What follows belongs to an exercise in optimizing a design on an open flow for small area, a short achievable clock period and few clock cycles per item; a production flow would make more cautious choices. Function was checked by simulation only, so behaviour that the tests miss may differ from the original.

==> flow/design.v <==
`timescale 1ns / 1ps
package lpr_pkg;
  localparam int unsigned PAGE_W      = 16;
  localparam int unsigned IDX_OUT_W   = 4;
  localparam int unsigned STAMP_W     = 32;
  localparam int unsigned COUNT_W     = 32;
  localparam int unsigned CFG_W       = 5;
  localparam int unsigned FIELD_MAX   = 16;
  localparam int unsigned APB_DATA_W  = 32;
  localparam int unsigned APB_ADDR_W  = 3;
  localparam logic [STAMP_W-1:0] STAMP_MAX = '1;
  localparam logic [COUNT_W-1:0] COUNT_MAX = '1;
  localparam logic [CFG_W-1:0] FRAMES_IN_USE_RESET = 5'd4;
  typedef enum logic [0:0] {
    REG_FRAMES_IN_USE = 1'b0,
    REG_NONE          = 1'b1
  } reg_idx_t;
  typedef enum logic [2:0] {
    ST_IDLE  = 3'b001,
    ST_SCAN  = 3'b010,
    ST_WRITE = 3'b100
  } state_t;
endpackage
`timescale 1ns / 1ps
module lru_page_replacement #(
  parameter int unsigned FRAMES    = 16,
  parameter int unsigned PAGE_BITS = 16
) (
  input  logic                               clk,
  input  logic                               rst,
  input  logic                               req_valid,
  output logic                               req_ready,
  input  logic [lpr_pkg::PAGE_W-1:0]         req_page_number,
  output logic                               rsp_valid,
  input  logic                               rsp_ready,
  output logic                               rsp_hit,
  output logic [lpr_pkg::IDX_OUT_W-1:0]      rsp_frame_index,
  output logic                               rsp_evicted_valid,
  output logic [lpr_pkg::PAGE_W-1:0]         rsp_evicted_page,
  output logic [lpr_pkg::COUNT_W-1:0]        rsp_fault_count,
  output logic                               rsp_stamp_saturated,
  input  logic                               psel,
  input  logic                               penable,
  input  logic                               pwrite,
  input  logic [lpr_pkg::APB_ADDR_W-1:0]     paddr,
  input  logic [lpr_pkg::APB_DATA_W-1:0]     pwdata,
  output logic [lpr_pkg::APB_DATA_W-1:0]     prdata,
  output logic                               pready
);
  localparam int unsigned NF    = 16;
  localparam int unsigned NPAIR = NF * (NF - 1) / 2;
  function automatic integer pidx(input integer i, input integer j);
    pidx = i * NF - (i * (i + 1)) / 2 + (j - i - 1);
  endfunction
  logic [lpr_pkg::CFG_W-1:0] frames_in_use;
  logic                      cfg_write;
  assign pready    = 1'b1;
  assign cfg_write = psel && penable && pwrite && !paddr[2];
  always_ff @(posedge clk) begin
    if (rst)            frames_in_use <= lpr_pkg::FRAMES_IN_USE_RESET;
    else if (cfg_write) frames_in_use <= pwdata[lpr_pkg::CFG_W-1:0];
  end
  assign prdata = paddr[2] ? '0 : lpr_pkg::APB_DATA_W'(frames_in_use);
  logic [NF-1:0] active;
  always_comb begin
    for (int i = 0; i < NF; i++) begin
      active[i] = (i == 0) || (32'(frames_in_use) > i);
    end
  end
  logic                 hq_v;
  logic [PAGE_BITS-1:0] hq_page;
  logic                 proc, acc, busy;
  assign proc      = hq_v && (!rsp_valid || rsp_ready);
  assign req_ready = !busy || rsp_ready;
  assign acc       = req_valid && req_ready;
  always_ff @(posedge clk) begin
    if (rst) begin
      hq_v <= 1'b0;
      busy <= 1'b0;
    end else begin
      if (req_ready) hq_v <= req_valid;
      busy <= (req_ready ? req_valid : hq_v) && (proc || (rsp_valid && !rsp_ready));
    end
  end
  always_ff @(posedge clk) begin
    if (acc) begin
      hq_page <= req_page_number;
    end
  end
  logic [PAGE_BITS-1:0] page [NF];
  logic [4:0]           nvalid;   
  logic [NF-1:0]        valid;
  logic [NPAIR-1:0]     age;      
  logic [NF-1:0] match, first_hit, empty, first_empty, lru, victim, slot, use_slot;
  logic          hit, any_empty, fault;
  logic [PAGE_BITS-1:0] lru_page;
  always_comb begin
    logic seen;
    seen = 1'b0;
    for (int i = 0; i < NF; i++) begin
      valid[i]       = (nvalid > 5'(i));
      match[i]       = valid[i] && active[i] && (page[i] == hq_page);
      first_hit[i]   = match[i] && !seen;
      seen           = seen || match[i];
      empty[i]       = active[i] && !valid[i];
      first_empty[i] = active[i] && (nvalid == 5'(i));
    end
    hit       = |match;
    any_empty = |empty;
  end
  always_comb begin
    for (int i = 0; i < NF; i++) begin
      lru[i] = active[i];
      for (int j = 0; j < NF; j++) begin
        if (j < i)      lru[i] = lru[i] && !age[pidx(j, i)];
        else if (j > i) lru[i] = lru[i] && (!active[j] || age[pidx(i, j)]);
      end
    end
  end
  always_comb begin
    lru_page = '0;
    for (int i = 0; i < NF; i++) begin
      lru_page = lru_page | (lru[i] ? page[i] : '0);
    end
  end
  assign victim   = any_empty ? first_empty : lru;
  assign slot     = hit ? first_hit : victim;
  assign fault    = proc && !hit;
  assign use_slot = proc ? slot : '0;
  always_ff @(posedge clk) begin
    if (rst) begin
      nvalid <= '0;
    end else if (fault && any_empty) begin
      nvalid <= nvalid + 1'b1;
    end
  end
  always_ff @(posedge clk) begin
    for (int i = 0; i < NF; i++) begin
      if (fault && victim[i]) page[i] <= hq_page;
    end
  end
  always_ff @(posedge clk) begin
    for (int i = 0; i < NF; i++) begin
      for (int j = i + 1; j < NF; j++) begin
        age[pidx(i, j)] <= use_slot[j] || (age[pidx(i, j)] && !use_slot[i]);
      end
    end
  end
  logic [lpr_pkg::STAMP_W-1:0] time_now;
  logic [lpr_pkg::COUNT_W-1:0] faults;
  logic [lpr_pkg::IDX_OUT_W-1:0] slot_idx;
  logic                        ev_valid;
  always_comb begin
    slot_idx = '0;
    for (int i = 0; i < NF; i++) begin
      if (slot[i]) slot_idx = slot_idx | lpr_pkg::IDX_OUT_W'(i);
    end
  end
  assign ev_valid = !hit && !any_empty;
  logic [lpr_pkg::STAMP_W-1:0] time_carry;
  logic [lpr_pkg::COUNT_W-1:0] fault_carry;
  logic                        time_inc, fault_inc;
  always_comb begin
    time_carry[0]  = 1'b1;
    fault_carry[0] = 1'b1;
    for (int k = 1; k < 32; k++) begin
      time_carry[k]  = time_carry[k-1] && time_now[k-1];
      fault_carry[k] = fault_carry[k-1] && faults[k-1];
    end
  end
  assign time_inc  = proc && !(time_carry[31] && time_now[31]);
  assign fault_inc = proc && !hit && !(fault_carry[31] && faults[31]);
  always_ff @(posedge clk) begin
    if (rst) begin
      time_now  <= '0;
      faults    <= '0;
      rsp_valid <= 1'b0;
    end else begin
      time_now  <= time_now ^ (time_carry & {lpr_pkg::STAMP_W{time_inc}});
      faults    <= faults ^ (fault_carry & {lpr_pkg::COUNT_W{fault_inc}});
      rsp_valid <= proc || (rsp_valid && !rsp_ready);
    end
  end
  assign rsp_fault_count     = faults;
  assign rsp_stamp_saturated = time_carry[lpr_pkg::STAMP_W-1] && time_now[lpr_pkg::STAMP_W-1];
  always_ff @(posedge clk) begin
    if (proc) begin
      rsp_hit             <= hit;
      rsp_frame_index     <= slot_idx;
      rsp_evicted_valid   <= ev_valid;
      rsp_evicted_page    <= ev_valid ? lru_page : '0;
    end
  end
endmodule
==> flow/flow/run.sh <==
#!/bin/bash
set -euo pipefail
bash standard.sh synth > synth.log 2>&1
bash standard.sh SETUP_SLACK_MARGIN=5.75 \
  "BUFFER_PORTS_ARGS=-buffer_cell sky130_fd_sc_hd__buf_1" finish > layout.log 2>&1
==> flow/standard.sh <==
#!/bin/bash
# synth_recipe.tcl (not shown) runs the flow's synth.tcl, then flattens the netlist and writes it again
# the make line also repeats each setting of config.mk as NAME=value (left out here)
make -C /OpenROAD-flow-scripts/flow DESIGN_CONFIG=/design/flow/config.mk WORK_HOME=/design/flow/orfs CLKGATE_MAP_FILE= SYNTH_SCRIPT=/design/flow/synth_recipe.tcl "${@:-finish}"
==> flow/config.mk <==
export PLATFORM = sky130hd
export DESIGN_NAME = lru_page_replacement
export DESIGN_NICKNAME = lru_page_replacement
export VERILOG_FILES = /design/flow/design.v
export SDC_FILE = /design/flow/constraint.sdc
export NUM_CORES = 4
export LEC_CHECK = 0
export CAP_MARGIN = 20
export CORE_MARGIN = 2
export CORE_UTILIZATION = 60
export CTS_CLUSTER_DIAMETER = 100
export CTS_CLUSTER_SIZE = 25
export SETUP_SLACK_MARGIN = 5
export SLEW_MARGIN = 20
==> flow/constraint.sdc <==
create_clock -name core_clock -period 10.0 [get_ports {clk}]
set_input_delay 2.0000 -clock core_clock [delete_from_list [all_inputs] [get_ports {clk}]]
set_output_delay 2.0000 -clock core_clock [all_outputs]
set_load 0.01 [all_outputs]
==> run notes <==
[state kept, by name (all words and copies together) (netlist names)]
name               cells
frames_in_use          5
time_now              32
hq_page               16
age                  120
rsp_hit                1
rsp_frame_index        4
faults                32
nvalid                 5
rsp_evicted_page      16
rsp_valid              1
hq_v                   1
busy                   1
rsp_evicted_valid      1
page                 256
[Yosys cell counts (38+ instances only)]
library cell,number
buf_4,57
nand4_1,63
o21ai_0,66
a22oi_1,40
clkbuf_1,42
nor3_1,38
a21o_1,74
nor2_1,124
xnor2_1,116
xor2_1,170
edfxtp_1,294
nand3_1,56
dfxtp_1,197
nor4_1,83
nand2_1,132
a21oi_1,72
[power by group through the flow]
stage / clock [uW] / combinational, uW / sequential [uW]
2_1_floorplan: 0 / 242 / 2230
3_3_place_gp: 0 / 355 / 2230
3_5_place_dp: 0 / 359 / 2230
4_1_cts: 1080 / 371 / 2190
5_1_grt: 1150 / 406 / 2190
6_report: 1070 / 386 / 2190
[worst max-delay path, cell delays in order]
cell and delay, ns:
buf_8 0.11, nor2b_1 0.10, buf_2 0.14
[worst paths after layout]
kind | endpoint | cells past startpoint | slack, ns | from
hold / removal | age[98]$_DFF_P_ | 1 | 0.45 | age[98]$_DFF_P_
setup reg to reg | rsp_evicted_page[6]$_SDFFCE_PN0P_ | 10 | 5.73 | frames_in_use[2]$_SDFFE_PP1P_
setup / recovery | prdata[0] | 3 | 5.64 | paddr[2]
hold reg to reg | age[98]$_DFF_P_ | 1 | 0.45 | age[98]$_DFF_P_
[per-layer routing]
| layer | share of wire [%] | vias up |
|---|---|---|
| met5 | 0 | - |
| met2 | 46 | 963 |
| li1 | - | 8211 |
| met1 | 42 | 9110 |
| met4 | 3.0 | 0 |
| met3 | 9.6 | 124 |
[layout make-up]
type / instances / share of cell area [%]
clock buffers: 37 / 2.443
clock inverters: 1 / 0.04380
inverters: 37 / 0.5548
multi-input cells: 1509 / 40.75
flip-flops and latches: 491 / 49.70
well taps: 525 / 2.555
repair buffers: 164 / 3.957
[cell families after synthesis]
| kind of cell | share of synthesized area, % |
|---|---|
| AOI/OAI and AO/OA | 14.78 |
| xor gates and xnor gates | 10.44 |
| adders and majority gates | 0.3650 |
| buffers and inverters | 4.396 |
| DFF | 53.23 |
| muxes | 0.3442 |
| other | 0.03130 |
| and+or+nand+nor | 16.41 |
[per-stage QoR]
step	cells	util (%)	area (sq um)	setup slack, ns	hold slack, ns
6_report	2764	64.85	25710	5.644	0.4528
5_1_grt	2764	64.85	25710	5.623	0.5039
4_1_cts	2755	64.33	25500	5.656	0.4534
3_5_place_dp	2707	62.15	24630	4.487	0.4314
3_3_place_gp	2707	62.15	24630	4.547	0.4279
2_1_floorplan	2183	-	24090	5.809	0.4170
[what timing repair did]
action | CTS | global route
gates resized for setup | 34 | 20
setup buffers | 9 | 8
hold buffers | 0 | 0
endpoints found under the setup margin | 417 | 258
pin swaps | 6 | 3
cloned | 1 | 0
==> flow_summary.ini <==
[global_route]
grt_pass1_wl_microns = 108100
grt_max_degree = 80
busiest_layer = met2
grt_antenna_before_repair = 0
met3_usage_pct = 4.783
grt.total_usage_pct = 34.60
grt_util_met1_pct = 50.71
grt_pass1_vias = 16921
overflow = 0
met2_usage_pct = 54.43

[yosys]
synth_edf_count = 294
synth_cell_types = 100
async_flop_share_pct = 0
syn_inst = 2157
yosys-top-cells-area = edfxtp_1 (37%), dfxtp_1 (16%), xor2_1 (6.2%)
synth.top_cell.area_share_pct = 36.80
syn_area_sq_mm = 0.02399
seq_area_frac_synth_pct = 53.23
yosys_warnings = 2
syn_area_per_cell_sq_um = 11.12
ys_seq_elements = 491
synthFlopType = edfxtp_1
yosys.area.top_type = edfxtp_1

[timing]
tightestPinTransition_ns = 1.182
max_freq_mhz = 229.6
layout_min_cycle_time_ns = 4.356
relSlewSlack_pct = 21.23
finalSetupTns_ns = 0
finalMaxSlewViolations = 0
rsz0062_at_grt = yes
clock_skew_ns = 0.03387
hold_violations = 0
post-route-period-util_pct = 43.56
setup_viol = 0

[cells_and_area]
antenna_cells = 0
num-nets-final = 2291
layout_common_cells = edfxtp_1 (294), dfxtp_1 (194), xor2_1 (170), nand2_1 (128), nor2_1 (121)
layout_commonest_cell = edfxtp_1
n_fill_cell = 3253
multi_input_area_sq_mm = 0.01048
area_growth_pct = 7.150
final_layout_size_suffix_gt1_share_pct = 9.469
regArea_sq_mm = 0.01278

[power_and_ir_drop]
p_int_uw = 2729
p_switching_uw = 917.0
power.density_mw_per_mm2 = 141.8
total_leakage_power_uw = 0.009382
combPwrFrac_pct = 10.6
clockPowerShare_pct = 29.4
power.share.sequential_pct = 60.0
ir_drop_mv = 0.1687
power.total_uw = 3646
power_switching_share_pct = 25.15

[floorplan]
initial_core_util_pct = 60.53
chipHeight_microns = 204.0
core_sq_mm = 0.03964
die-area_sq_mm = 0.04160
ioPinCount = 148
die_x_microns = 204.0
rows = 73

[placed_design]
io_buffers = 90
dpl.hpwl_microns = 51320
place_congestion = 0.9548

[critical_path]
critPathKind = input port to output port
start_kind = input port
crit_path_max_fanout = 6
arrival_ns = 2.36
critPathCaptureType = output port
crit_required_ns = 8.00

[status]
status = finished clean

[routing]
vias_per_cell = 6.660
drt_first_pass_iters = 8
ant_nets = 0
drtIter0Drc = 2317
wl_per_cell_microns = 26.46
vias = 18408
drc = 0
wirelength_microns = 73130

[min_path]
min_path_type = register to register

[cts]
cts.reportedPaths.clkPinSlew_ns = 0.10
cts_buffers = 23
clock_sinks = 491
clock_latency_ns = 0.58
h-tree-depth = 1
cts_tree = built
cts_root_buf = clkbuf_16
clockBufferDepth = 3

[job]
max_cap_viol_count = 0
Testbench counts, summed over its fixed seeds: cycles 9,696, items 9,600.

[static timing again, ports no longer ideal]
The flow's constraints put no driver on any port. The routed layout listed below was extracted and timed again, unchanged, in two steps. Step 1: set_driving_cell puts a clkbuf_16 on clk and a buf_2 on each other input, an assumption about the parent block. Step 2, shift: input delay + t, output delay - t, t = (earliest + latest rising clock arrival at the registers) / 2. This alone moves slack from input paths to output paths. Slacks: no drivers / after step 1 / after step 2; pairs: no drivers / after step 1.
t, ns: 0.623
setup WS [ns]: 5.644 / 5.603 / 5.511
latest minus earliest clock arrival (ns): 0.035 / 0.035
After both steps setup and hold are still met in this run. For this run, drivers alone change the setup slack by -0.041 ns; drivers and shift together by -0.133 ns.
